Context: an optimization exercise on an open-source flow, tuned for small area. The choices shown serve that exercise and are no tape-out recipe.
Function was checked by simulation only, so behaviour that the tests miss may differ from the original.
Power figures rest on the tool's default switching activity, not on a simulated workload.

[flow/design.v]
`timescale 1ns/100ps
package merge_pkg;
  localparam int NUM_CH = 4;              
  localparam int LANES  = 4;              
  localparam int KEY_W  = 16;
  localparam int BEAT_W = LANES * KEY_W;  
  localparam int ID_W   = 2;
  localparam int RUN_W  = 8;
  localparam int OWN_DEPTH = 11;
  localparam int ENT_W     = BEAT_W + 1;  
  typedef logic [KEY_W-1:0]  key_t;
  typedef logic [BEAT_W-1:0] beat_t;
  typedef logic [ID_W-1:0]   ch_id_t;
  typedef logic [RUN_W-1:0]  run_cnt_t;
  typedef logic [ENT_W-1:0]  ent_t;
endpackage
`timescale 1ns/100ps
module run_tagger (
  input  logic                aclk,
  input  logic                arst_n,
  input  logic                start,
  input  merge_pkg::run_cnt_t run_beats,
  input  logic                rvalid,
  output logic                rready,
  input  merge_pkg::beat_t    rdata,
  input  merge_pkg::ch_id_t   rid,
  input  logic                rlast,
  input  logic [merge_pkg::NUM_CH-1:0] ch_full,
  output logic                tag_valid,    
  output merge_pkg::beat_t    tag_data,
  output merge_pkg::ch_id_t   tag_id,
  output logic                tag_last
);
  logic                accept;
  logic                run_end;
  logic                held_q;
  merge_pkg::run_cnt_t cur_cnt;
  merge_pkg::run_cnt_t run_cnt [merge_pkg::NUM_CH];
  assign tag_valid = held_q & ~ch_full[tag_id];
  assign rready    = ~(held_q & ch_full[tag_id]);
  assign accept    = rvalid & rready;
  assign cur_cnt = start ? '0 : run_cnt[rid];
  assign run_end = (run_beats != '0) &&
                   (cur_cnt == merge_pkg::run_cnt_t'(run_beats - 1'b1));
  always_ff @(posedge aclk or negedge arst_n) begin
    if (!arst_n) begin
      for (int i = 0; i < merge_pkg::NUM_CH; i++) begin
        run_cnt[i] <= '0;
      end
    end else begin
      for (int i = 0; i < merge_pkg::NUM_CH; i++) begin
        if (accept && (rid == merge_pkg::ch_id_t'(i))) begin
          run_cnt[i] <= run_end ? '0 : cur_cnt + 1'b1;   
        end else if (start) begin
          run_cnt[i] <= '0;
        end
      end
    end
  end
  always_ff @(posedge aclk or negedge arst_n) begin
    if (!arst_n) begin
      held_q <= 1'b0;
    end else begin
      held_q <= accept | (held_q & ~rready);
    end
  end
  always_ff @(posedge aclk) begin
    if (accept) begin
      tag_data <= rdata;
      tag_id   <= rid;
      tag_last <= rlast | run_end;   
    end
  end
endmodule
`timescale 1ns/100ps
module beat_presort (
  input  merge_pkg::beat_t in_data,
  output merge_pkg::beat_t out_data
);
  localparam int L = merge_pkg::LANES;
  localparam int W = merge_pkg::KEY_W;
  merge_pkg::key_t k [L];
  logic [L-1:0]    ahead [L];   
  logic [1:0]      rank [L];
  function automatic logic key_le(merge_pkg::key_t a, merge_pkg::key_t b);
    logic le;
    le = 1'b1;
    for (int n = 0; n < W; n++) begin
      le = (~a[n] & b[n]) | (~(a[n] ^ b[n]) & le);
    end
    key_le = le;
  endfunction
  always_comb begin
    for (int i = 0; i < L; i++) begin
      k[i] = in_data[i*W +: W];
    end
    for (int i = 0; i < L; i++) begin
      for (int j = 0; j < L; j++) begin
        if (j < i)      ahead[i][j] = key_le(k[j], k[i]);
        else if (j > i) ahead[i][j] = ~key_le(k[i], k[j]);   
        else            ahead[i][j] = 1'b0;
      end
    end
    for (int i = 0; i < L; i++) begin
      rank[i] = 2'(ahead[i][0]) + 2'(ahead[i][1]) + 2'(ahead[i][2]) + 2'(ahead[i][3]);
    end
    out_data = '0;
    for (int r = 0; r < L; r++) begin
      for (int i = 0; i < L; i++) begin
        if (rank[i] == 2'(r)) out_data[r*W +: W] = out_data[r*W +: W] | k[i];
      end
    end
  end
endmodule
`timescale 1ns/100ps
module stream_fifo (
  input  logic                 aclk,
  input  logic                 arst_n,
  input  logic                 wr_en,
  input  merge_pkg::ent_t      wr_ent,
  output logic                 rd_valid,
  input  logic                 rd_ready,
  output merge_pkg::ent_t      rd_ent,
  output logic                 full
);
  localparam int D = merge_pkg::OWN_DEPTH;
  merge_pkg::ent_t mem [D];
  logic [D-1:0]    head_q;
  logic            do_rd;
  assign rd_valid = |head_q;
  assign full     = head_q[D-1];
  assign do_rd    = rd_valid & rd_ready;
  always_ff @(posedge aclk) begin
    if (wr_en) begin
      mem[0] <= wr_ent;
      for (int i = 1; i < D; i++) mem[i] <= mem[i-1];
    end
  end
  always_ff @(posedge aclk or negedge arst_n) begin
    if (!arst_n) begin
      head_q <= '0;
    end else if (wr_en & ~do_rd) begin
      head_q <= {head_q[D-2:0], ~rd_valid};
    end else if (do_rd & ~wr_en) begin
      head_q <= {1'b0, head_q[D-1:1]};
    end
  end
  always_comb begin
    rd_ent = '0;
    for (int i = 0; i < D; i++) begin
      rd_ent = rd_ent | ({merge_pkg::ENT_W{head_q[i]}} & mem[i]);
    end
  end
endmodule
`timescale 1ns/100ps
module channel_fifo_bank (
  input  logic                                     aclk,
  input  logic                                     arst_n,
  input  logic                                     in_valid,
  input  merge_pkg::beat_t                         in_data,
  input  merge_pkg::ch_id_t                        in_id,
  input  logic                                     in_last,
  output logic [merge_pkg::NUM_CH-1:0]             out_tvalid,
  input  logic [merge_pkg::NUM_CH-1:0]             out_tready,
  output merge_pkg::beat_t [merge_pkg::NUM_CH-1:0] out_tdata,
  output logic [merge_pkg::NUM_CH-1:0]             out_tlast,
  output logic [merge_pkg::NUM_CH-1:0]             ch_full
);
  merge_pkg::ent_t ch_rd_ent [merge_pkg::NUM_CH];
  for (genvar ch = 0; ch < merge_pkg::NUM_CH; ch++) begin : g_ch
    stream_fifo u_stream_fifo (
      .aclk     (aclk),
      .arst_n   (arst_n),
      .wr_en    (in_valid && (in_id == merge_pkg::ch_id_t'(ch))),
      .wr_ent   ({in_last, in_data}),
      .rd_valid (out_tvalid[ch]),
      .rd_ready (out_tready[ch]),
      .rd_ent   (ch_rd_ent[ch]),
      .full     (ch_full[ch])
    );
    assign out_tdata[ch] = ch_rd_ent[ch][merge_pkg::BEAT_W-1:0];
    assign out_tlast[ch] = ch_rd_ent[ch][merge_pkg::BEAT_W];
  end
endmodule
`timescale 1ns/100ps
module merge_frontend_top (
  input  logic                                     aclk,
  input  logic                                     arst_n,
  input  logic                                     start,
  input  merge_pkg::run_cnt_t                      run_beats,
  input  logic                                     rvalid,
  output logic                                     rready,
  input  merge_pkg::beat_t                         rdata,
  input  merge_pkg::ch_id_t                        rid,
  input  logic                                     rlast,
  output logic [merge_pkg::NUM_CH-1:0]             out_tvalid,
  input  logic [merge_pkg::NUM_CH-1:0]             out_tready,
  output merge_pkg::beat_t [merge_pkg::NUM_CH-1:0] out_tdata,
  output logic [merge_pkg::NUM_CH-1:0]             out_tlast
);
  logic                         tag_valid;
  merge_pkg::beat_t             tag_data;
  merge_pkg::ch_id_t            tag_id;
  logic                         tag_last;
  merge_pkg::beat_t             sort_data;
  logic [merge_pkg::NUM_CH-1:0] ch_full;
  run_tagger u_run_tagger (
    .aclk      (aclk),
    .arst_n    (arst_n),
    .start     (start),
    .run_beats (run_beats),
    .rvalid    (rvalid),
    .rready    (rready),
    .rdata     (rdata),
    .rid       (rid),
    .rlast     (rlast),
    .ch_full   (ch_full),
    .tag_valid (tag_valid),
    .tag_data  (tag_data),
    .tag_id    (tag_id),
    .tag_last  (tag_last)
  );
  beat_presort u_beat_presort (
    .in_data  (tag_data),
    .out_data (sort_data)
  );
  channel_fifo_bank u_channel_fifo_bank (
    .aclk       (aclk),
    .arst_n     (arst_n),
    .in_valid   (tag_valid),
    .in_data    (sort_data),
    .in_id      (tag_id),
    .in_last    (tag_last),
    .out_tvalid (out_tvalid),
    .out_tready (out_tready),
    .out_tdata  (out_tdata),
    .out_tlast  (out_tlast),
    .ch_full    (ch_full)
  );
endmodule
[flow/run.sh]
#!/bin/bash
# synth_recipe.tcl (not shown) runs the flow's synth.tcl, then flattens the netlist and writes it again
# the make line also repeats each setting of config.mk as NAME=value (left out here)
make -C /OpenROAD-flow-scripts/flow DESIGN_CONFIG=/design/flow/config.mk WORK_HOME=/design/flow/orfs CLKGATE_MAP_FILE= SYNTH_SCRIPT=/design/flow/synth_recipe.tcl finish
[flow/config.mk]
export PLATFORM = sky130hd
export DESIGN_NAME = merge_frontend_top
export DESIGN_NICKNAME = merge_frontend_top
export VERILOG_FILES = /design/flow/design.v
export SDC_FILE = /design/flow/constraint.sdc
export NUM_CORES = 4
export LEC_CHECK = 0
export CAP_MARGIN = 20
export CORE_MARGIN = 2
export CORE_UTILIZATION = 70
export CTS_CLUSTER_DIAMETER = 100
export CTS_CLUSTER_SIZE = 25
export PLACE_DENSITY = 0.8
export SLEW_MARGIN = 20
[flow/constraint.sdc]
create_clock -name core_clock -period 6.0 [get_ports {aclk}]
set_input_delay 1.2000 -clock core_clock [delete_from_list [all_inputs] [get_ports {aclk}]]
set_output_delay 1.2000 -clock core_clock [all_outputs]
set_load 0.01 [all_outputs]
==> results_dict.tcl, run 1 <==
set metrics [dict create \
    outcome "finished clean" \
    clkLatencyLatePin_ns 0.84 \
    via_per_inst 7.80 \
    ys_async_sr_fraction_pct 2.56 \
    syn-num-nets 5946 \
    die_area_sq_um 160000 \
    grt_pass1_wl_um 411000 \
    max_slew_margin_pct 19.6 \
    mostFrequentLayoutCells "edfxtp_1 (2,927), a221oi_1 (526), a22o_1 (520), clkdlybuf4s50_1 (346), nand3_1 (310)" \
    yosys_warnings 10 \
    area_growth_pct 8.69 \
    dr_total_vias 62959 \
    routed_wirelength_um 291000 \
    period_needed_ns 4.87 \
    synth_top_area_share_pct 79.9 \
    clockRootBuffer "clkbuf_16" \
    crit_fanout 42 \
    wl_per_cell_um 36.0 \
    grt_max_degree 216 \
    path_buf_inv 2 \
    cp_slowest_stage_delay_ns 1.16 \
    synthTopCellsByArea "edfxtp_1 (80%), a221oi_1 (4.2%), a22o_1 (4.1%), a222oi_1 (2.4%), dfrtp_1 (1.8%)" \
    placed_cell_area_sq_um 116000 \
    syn_inst 5763 \
    grt_pass1_vias 57865 \
    power_density_nw_per_um2 330 \
    ir_worst_vdd_v 0.000309 \
    synth_fa_ha_area_share_pct 1.16 \
    cp-start-kind "register" \
    ys.flop_type "edfxtp_1" \
    finalSetupTns_ns 0 \
    fp-row-count 145 \
    clk_path_buf_depth 3 \
    clock-sinks 3004 \
    ant_nets 0 \
    fin_skew_ns 0.0308 \
    arrival_ns 3.67 \
    fmax_mhz 205 \
    globalplace.congestion 0.982 \
    crit_type "register to output pin" \
    die_x_um 400 \
    synth_edf_count 2927 \
    cts_buffers 138 \
    ios 348 \
    avgSynthCellArea_sq_um 19.1 \
    fp.dieH_um 400 \
    synth-simple-area-share_pct 2.33 \
    maxCapViolCount 0 \
    p_leak_nw 38.3 \
    clk_pin_slew_ns 0.09 \
    ctsHoldBuffers 0 \
    rsz0062_at_grt "no" \
    period_share_pct 81.2 \
    fin_nets 6118 \
    ys_seq_area_share_pct 81.6 \
    required_ns 4.80 \
    maxSlewViolCount 0 \
    cp_num_cells 5 \
    multi_input_area_sq_um 18500 \
    drc 0 \
    fillers 8231 \
    start_util_pct 70.4 \
    min_path_type "primary input to asynchronous set/reset pin" \
    path_cells "buf_4 -> a22o_1 -> a221oi_1 -> nand3_1 -> clkdlybuf4s50_1" \
    htreeDepth 4 \
    reg2reg_depth 10 \
    design.core.area_sq_um 156000 \
    drt_iter0_drc 13094 \
    cp-end-kind "output pin" \
    setup_viol 0 \
    final_common_cell "edfxtp_1" \
    yosys_register_bits 3004 \
    synthXorXnorAreaFrac_pct 0.110 \
    post-dp-hpwl_um 183000 \
    worst_pin_slew_ns 1.21 \
    antenna_found_initial 40 \
    drive_gt1_share_pct 5.67 \
    muxShareOfSynthArea_pct 0.512 \
    portBuffers 347 \
    crit_end "out_tdata[224]" \
    synth_top_family_by_area "compound AO/OA/AOI/OAI gates" \
    grtUsageTotal_pct 35.5 \
    tritoncts "yes" \
    post_cts_resized 0 \
    cts_setup_buffers 0 \
    finalInstanceArea_sq_um 120000 \
    regArea_sq_um 89900 \
    dr.pass1.iters 9 \
    report.final.hold_viol_count 0 \
    ff2ff_setup_slack_ns 1.31 \
    synth.largest_area_cell "edfxtp_1" \
    synth.distinct_cells 55 \
    crit_slowest_cell "dfrtp_2" \
    synth_compound_area_share_pct 12.6 \
    crit_family "buffers and inverters" \
    synthesis.area_sq_um 110000 \
    timing.rr.start "u_run_tagger.tag_data[37]" \
    grt_overflow_total 0 \
]
-- worst min path at each step --
stage | slack [ns] | from | cells past startpoint | to
after global routing | 0.45 | register | 0 | register
after global placement | 0.43 | register | 0 | register
after floorplan | 0.43 | register | 0 | register
after detailed placement | 0.43 | register | 0 | register
final | 0.43 | arst_n | 1 | u_run_tagger.run_cnt[1][2]
after CTS | 0.42 | arst_n | 1 | u_run_tagger.run_cnt[2][7]
-- power breakdown --
group / switching (W) / internal (W) / leakage (nW) / total, W
Clock: 0.00613 / 0.00452 / 1.90 / 0.0107
Sequential: 0.000840 / 0.0238 / 28.0 / 0.0247
Combinational: 0.00246 / 0.00172 / 8.40 / 0.00418
Total: 0.00943 / 0.0301 / 38.3 / 0.0395
-- cells in the mapped netlist (9+ instances only) --
library cell,n
a22o_1,520
nand2b_1,12
nand2_1,130
ha_1,96
buf_1,45
nand3_1,310
clkbuf_1,361
o31ai_1,11
o41ai_1,12
mux2i_1,36
mux4_2,9
nor2_1,12
o21a_1,12
dfrtp_1,77
a21o_1,24
a21oi_1,18
o21ai_0,65
a22oi_1,129
or3_1,10
a222oi_1,260
edfxtp_1,2927
nor4_1,11
inv_1,58
a221oi_1,526
-- final cells by class --
type	instances	share of cell area, %
Multi-Input combinational cell	2287	15.5
Antenna cell	21	0.0439
Tap cell	2058	2.15
Sequential cell	3004	75.2
Inverter	58	0.182
Clock inverter	10	0.110
Clock buffer	190	3.18
Timing Repair Buffer	446	3.72
-- layer usage --
metal  vias to the layer above  global-route usage [%]  wire length, um
li1                      25003                       -                -
met2                      5590                    49.6           126000
met5                         -                       0              294
met4                        38                    16.5            15500
met1                     31742                    52.3           104000
met3                       586                    11.0            45600
-- cells by family (layout without fill, tap and decap cells) --
kind of cell / after synthesis / count (layout)
mux: 45 / 45
simple gates: 522 / 522
buf+inv: 472 / 704
flops: 3004 / 3004
compound gates: 1607 / 1607
fa+ha+maj: 100 / 100
other cells: 0 / 21
xor+xnor: 13 / 13
-- metrics by stage --
stage	std cells	hold slack, ns	total power (W)	utilization [%]	setup WS (ns)
global route	8053	0.450	0.0404	76.5	1.07
global placement	7851	0.428	0.0291	74.0	1.43
floorplan	5763	0.426	0.0271	-	-19.81
CTS	8051	0.422	0.0395	76.5	1.11
finish	8074	0.433	0.0395	76.6	1.13
detailed placement	7851	0.432	0.0292	74.0	1.35
-- sequential cells by signal, indices dropped and copies added (netlist names), named ones only --
register	cells
u_run_tagger.tag_data	64
u_channel_fifo_bank.g_ch.u_stream_fifo.head_q	44
u_channel_fifo_bank.g_ch.u_stream_fifo.mem	2860
u_run_tagger.tag_last	1
u_run_tagger.run_cnt	32
u_run_tagger.tag_id	2
==> inputs of run 2 (changes only) <==
--- a/flow/design.v
+++ b/flow/design.v
@@ -126,8 +126,8 @@
   localparam int D = merge_pkg::OWN_DEPTH;
   merge_pkg::ent_t mem [D];
-  logic [D-1:0]    head_q;
+  logic [3:0]      count_q;
   logic            do_rd;
-  assign rd_valid = |head_q;
-  assign full     = head_q[D-1];
+  assign rd_valid = (count_q != '0);
+  assign full     = (count_q == 4'(D));
   assign do_rd    = rd_valid & rd_ready;
   always_ff @(posedge aclk) begin
@@ -139,9 +139,9 @@
   always_ff @(posedge aclk or negedge arst_n) begin
     if (!arst_n) begin
-      head_q <= '0;
+      count_q <= '0;
     end else if (wr_en & ~do_rd) begin
-      head_q <= {head_q[D-2:0], ~rd_valid};
+      count_q <= count_q + 1'b1;
     end else if (do_rd & ~wr_en) begin
-      head_q <= {1'b0, head_q[D-1:1]};
+      count_q <= count_q - 1'b1;
     end
   end
@@ -149,5 +149,5 @@
     rd_ent = '0;
     for (int i = 0; i < D; i++) begin
-      rd_ent = rd_ent | ({merge_pkg::ENT_W{head_q[i]}} & mem[i]);
+      if (count_q == 4'(i + 1)) rd_ent = rd_ent | mem[i];
     end
   end
==> flow/flow/run.sh (new file) <==
#!/bin/bash
# Own layout flow: the standard ORFS flow (standard.sh, standard
# synthesis included) with two changes to how the layout is made:
#  1. port buffers are sky130_fd_sc_hd__buf_1 (every port still gets one)
#  2. CTS inserts no dummy loads
# ORFS writes each step's log under orfs/logs; make's output is in layout.log.
set -euo pipefail
W=$(pwd)
export BUFFER_PORTS_ARGS="-buffer_cell sky130_fd_sc_hd__buf_1"
export CTS_ARGS="-sink_clustering_enable -repair_clock_nets -sink_clustering_size 25 -sink_clustering_max_diameter 100 -dont_use_dummy_load"
bash $W/standard.sh finish > $W/layout.log 2>&1
test -f $W/out/final.def
==> flow/standard.sh (new file) <==
#!/bin/bash
# synth_recipe.tcl (not shown) runs the flow's synth.tcl, then flattens the netlist and writes it again
# the make line also repeats each setting of config.mk as NAME=value (left out here)
make -C /OpenROAD-flow-scripts/flow DESIGN_CONFIG=/design/flow/config.mk WORK_HOME=/design/flow/orfs CLKGATE_MAP_FILE= SYNTH_SCRIPT=/design/flow/synth_recipe.tcl "${@:-finish}"
removed: flow/run.sh
==> run 2 against run 1 <==
- via count increased by 0.31%
- die area decreased by 0.25%
- clock power decreased by 7%
- critical path type unchanged
- largest power group unchanged
- highest routed layer unchanged
==> results_dict.tcl, run 2 <==
set metrics [dict create \
    outcome "finished clean" \
    largest_reg_flops 2860 \
    dr.pass1.iters 10 \
    clockRootBuffer "clkbuf_16" \
    syn_inst 5856 \
    maxSlewViolCount 0 \
    routed_wirelength_um 288000 \
    clk_pin_slew_ns 0.10 \
    synthTopCellsByArea "edfxtp_1 (80%), a221oi_1 (3.3%), a22o_1 (3.2%), a22oi_1 (2.5%), a222oi_1 (2.0%)" \
    crit_end "out_tdata[32]" \
    holdWs_ns 0.421 \
    period_needed_ns 5.33 \
    maxCapViolCount 0 \
    area_growth_pct 6.78 \
    max_slew_margin_pct 21.8 \
    avgSynthCellArea_sq_um 18.7 \
    ff2ff_setup_slack_ns 1.21 \
    cp-end-kind "output pin" \
    synth.largest_area_cell "edfxtp_1" \
    grt_max_degree 221 \
    mostFrequentLayoutCells "edfxtp_1 (2,927), a221oi_1 (413), a22o_1 (406), a22oi_1 (364), buf_1 (346)" \
    start_util_pct 70.3 \
    fin_skew_ns 0.0460 \
    via_per_inst 7.74 \
    clkLatencyLatePin_ns 0.82 \
    power_density_nw_per_um2 425 \
    syn-num-nets 6056 \
    p_leak_nw 37.3 \
    arrival_ns 4.13 \
    rsz0062_at_grt "no" \
    grt_pass1_vias 57873 \
    yosysMostFrequentCell "edfxtp_1" \
    grtUsageTotal_pct 35.3 \
    drive_gt1_share_pct 5.48 \
    cts_setup_buffers 0 \
    combinationalPowerShare_pct 27.2 \
    power.switching_w 0.0167 \
    synth.distinct_cells 57 \
    worst_pin_slew_ns 1.17 \
    min_path_type "register to register" \
    largest-register "u_channel_fifo_bank.g_ch.u_stream_fifo.mem" \
    tritoncts "yes" \
    clock_power_share_pct 20.1 \
    fp.dieH_um 400 \
    synthesis.area_sq_um 110000 \
    clk_path_buf_depth 3 \
    fin_nets 6295 \
    cts_buffers 137 \
    design.core.area_sq_um 156000 \
    top_regs "u_channel_fifo_bank.g_ch.u_stream_fifo.mem (2860), u_run_tagger.tag_data (64), u_run_tagger.run_cnt (32)" \
    antenna_found_initial 27 \
    globalplace.congestion 0.952 \
    yosys_register_bits 2976 \
    setup_viol 0 \
    finalSetupTns_ns 0 \
    dr_total_vias 63152 \
    synth_top_area_share_pct 80.1 \
    internal-power_w 0.0331 \
    ctsHoldBuffers 0 \
    grt_overflow_total 0 \
    ys.flop_type "edfxtp_1" \
    clock-sinks 2976 \
    ant_nets 0 \
    period_share_pct 88.9 \
    die_x_um 400 \
    stdcell_count 8164 \
    ys_seq_area_share_pct 81.2 \
    fp-row-count 145 \
    htreeDepth 4 \
    ir_worst_vdd_v 0.000383 \
    drt_iter0_drc 12497 \
    report.final.hold_viol_count 0 \
    seqPwrFrac_pct 52.7 \
    netlist_top_cells_count "edfxtp_1 (2,927), a221oi_1 (413), a22o_1 (406), a22oi_1 (364), clkbuf_1 (302)" \
    fmax_mhz 188 \
    portBuffers 347 \
    switching_share_pct 33.5 \
    required_ns 4.80 \
    post-dp-hpwl_um 179000 \
    ios 348 \
    wl_per_cell_um 35.2 \
    drc 0 \
    die_area_sq_um 160000 \
    ys_async_sr_fraction_pct 1.65 \
    synth_edf_count 2927 \
    reg2reg_depth 11 \
    crit_type "register to output pin" \
    final_common_cell "edfxtp_1" \
    cp-start-kind "register" \
    post_cts_resized 0 \
    grt_pass1_wl_um 404000 \
    place_inst 8013 \
    timing.rr.start "u_run_tagger.tag_data[42]" \
    yosys_warnings 10 \
    crit_fanout 22 \
]
[run 2: area by class of cell]
| class | count | area, sq um |
|---|---|---|
| Antenna cell | 13 | 32.5 |
| Clock buffer | 137 | 3430 |
| Fill cell | 8455 | 38800 |
| Inverter | 67 | 251 |
| Multi-Input combinational cell | 2445 | 19100 |
| Sequential cell | 2976 | 89100 |
| Tap cell | 2058 | 2570 |
| Timing Repair Buffer | 468 | 2650 |
[run 2: kinds of logic (layout without fill, tap and decap cells)]
group | Yosys count | count (layout) | share of synthesized area [%]
flip-flops | 2976 | 2976 | 81.2
AO/OA/AOI/OAI | 1581 | 1581 | 12.1
AND/OR/NAND/NOR | 672 | 672 | 3.07
buffers and inverters | 435 | 672 | 1.52
adder cells (fa/ha/maj) | 117 | 117 | 1.36
multiplexers | 50 | 50 | 0.559
XOR/XNOR | 25 | 25 | 0.225
other | 0 | 13 | 0
[run 2: worst min-delay path by stage]
stage	from	endpoint	slack, ns	cells after the start
2_1_floorplan	register	register	0.43	0
3_3_place_gp	register	register	0.43	0
3_5_place_dp	register	register	0.43	0
4_1_cts	register	register	0.42	0
5_1_grt	register	register	0.44	0
6_report	register	register	0.42	0
[run 2: power groups by stage]
stage	registers, W	logic, W	clock network, W
2_1_floorplan	0.0267	0.00756	0
3_3_place_gp	0.0265	0.0131	0
3_5_place_dp	0.0266	0.0133	0
4_1_cts	0.0261	0.0134	0.0101
5_1_grt	0.0263	0.0142	0.0107
6_report	0.0262	0.0135	0.0100
[run 2: per-layer routing]
metal | vias up | part of all wire (%) | global-route usage [%]
li1 | 25204 | - | -
met1 | 32029 | 36 | 53.0
met2 | 5378 | 44 | 50.3
met3 | 525 | 15 | 9.41
met4 | 16 | 4.2 | 13.8
met5 | - | 0.037 | 0
[run 2: stage by stage]
stage	util, %	worst slack, ns	area (sq um)	power [W]
after global placement	72.9	1.45	114000	0.0396
after detailed placement	72.9	1.40	114000	0.0399
after global routing	75.1	0.566	117000	0.0512
final	75.1	0.668	117000	0.0498
after CTS	75.1	0.722	117000	0.0496
after floorplan	-	-19.98	110000	0.0342
[run 2: critical path: stages (launching register included)]
cell,delay (ns)
dfrtp_1,0.70
nor2b_1,0.58
buf_4,0.25
and2_2,0.62
buf_4,0.41
a222oi_1,0.16
nand3_1,0.11
buf_1,0.46

-- port drivers added, routing unchanged --
The results above use ideal ports. As a check the final layouts listed here were re-extracted and re-timed, cells and wires unchanged.
Step 1 (the two cells are an assumption about what drives the block):
set clk [get_ports {aclk}]
set_driving_cell -lib_cell sky130_fd_sc_hd__clkbuf_16 $clk
set_driving_cell -lib_cell sky130_fd_sc_hd__buf_2 [delete_from_list [all_inputs] $clk]
Step 2 times the ports against the registers' clock, not the clock port: input delays grow and output delays shrink by t, the midpoint of the rising clock arrivals with the driver on.
a / b / c = ideal / step 1 / step 2; a / b = the first two.
run	t (ns)	setup slack, ns	worst setup path at the end	clock arrival spread, ns	slew at the worst register clock pin (ns)
run 1	0.909	1.130 / 1.041 / 1.308	register to register	0.033 / 0.033	0.10 / 0.10
run 2	0.889	0.668 / 0.574 / 1.213	register to register	0.049 / 0.049	0.10 / 0.10
After both steps setup and hold are still met in every run listed.
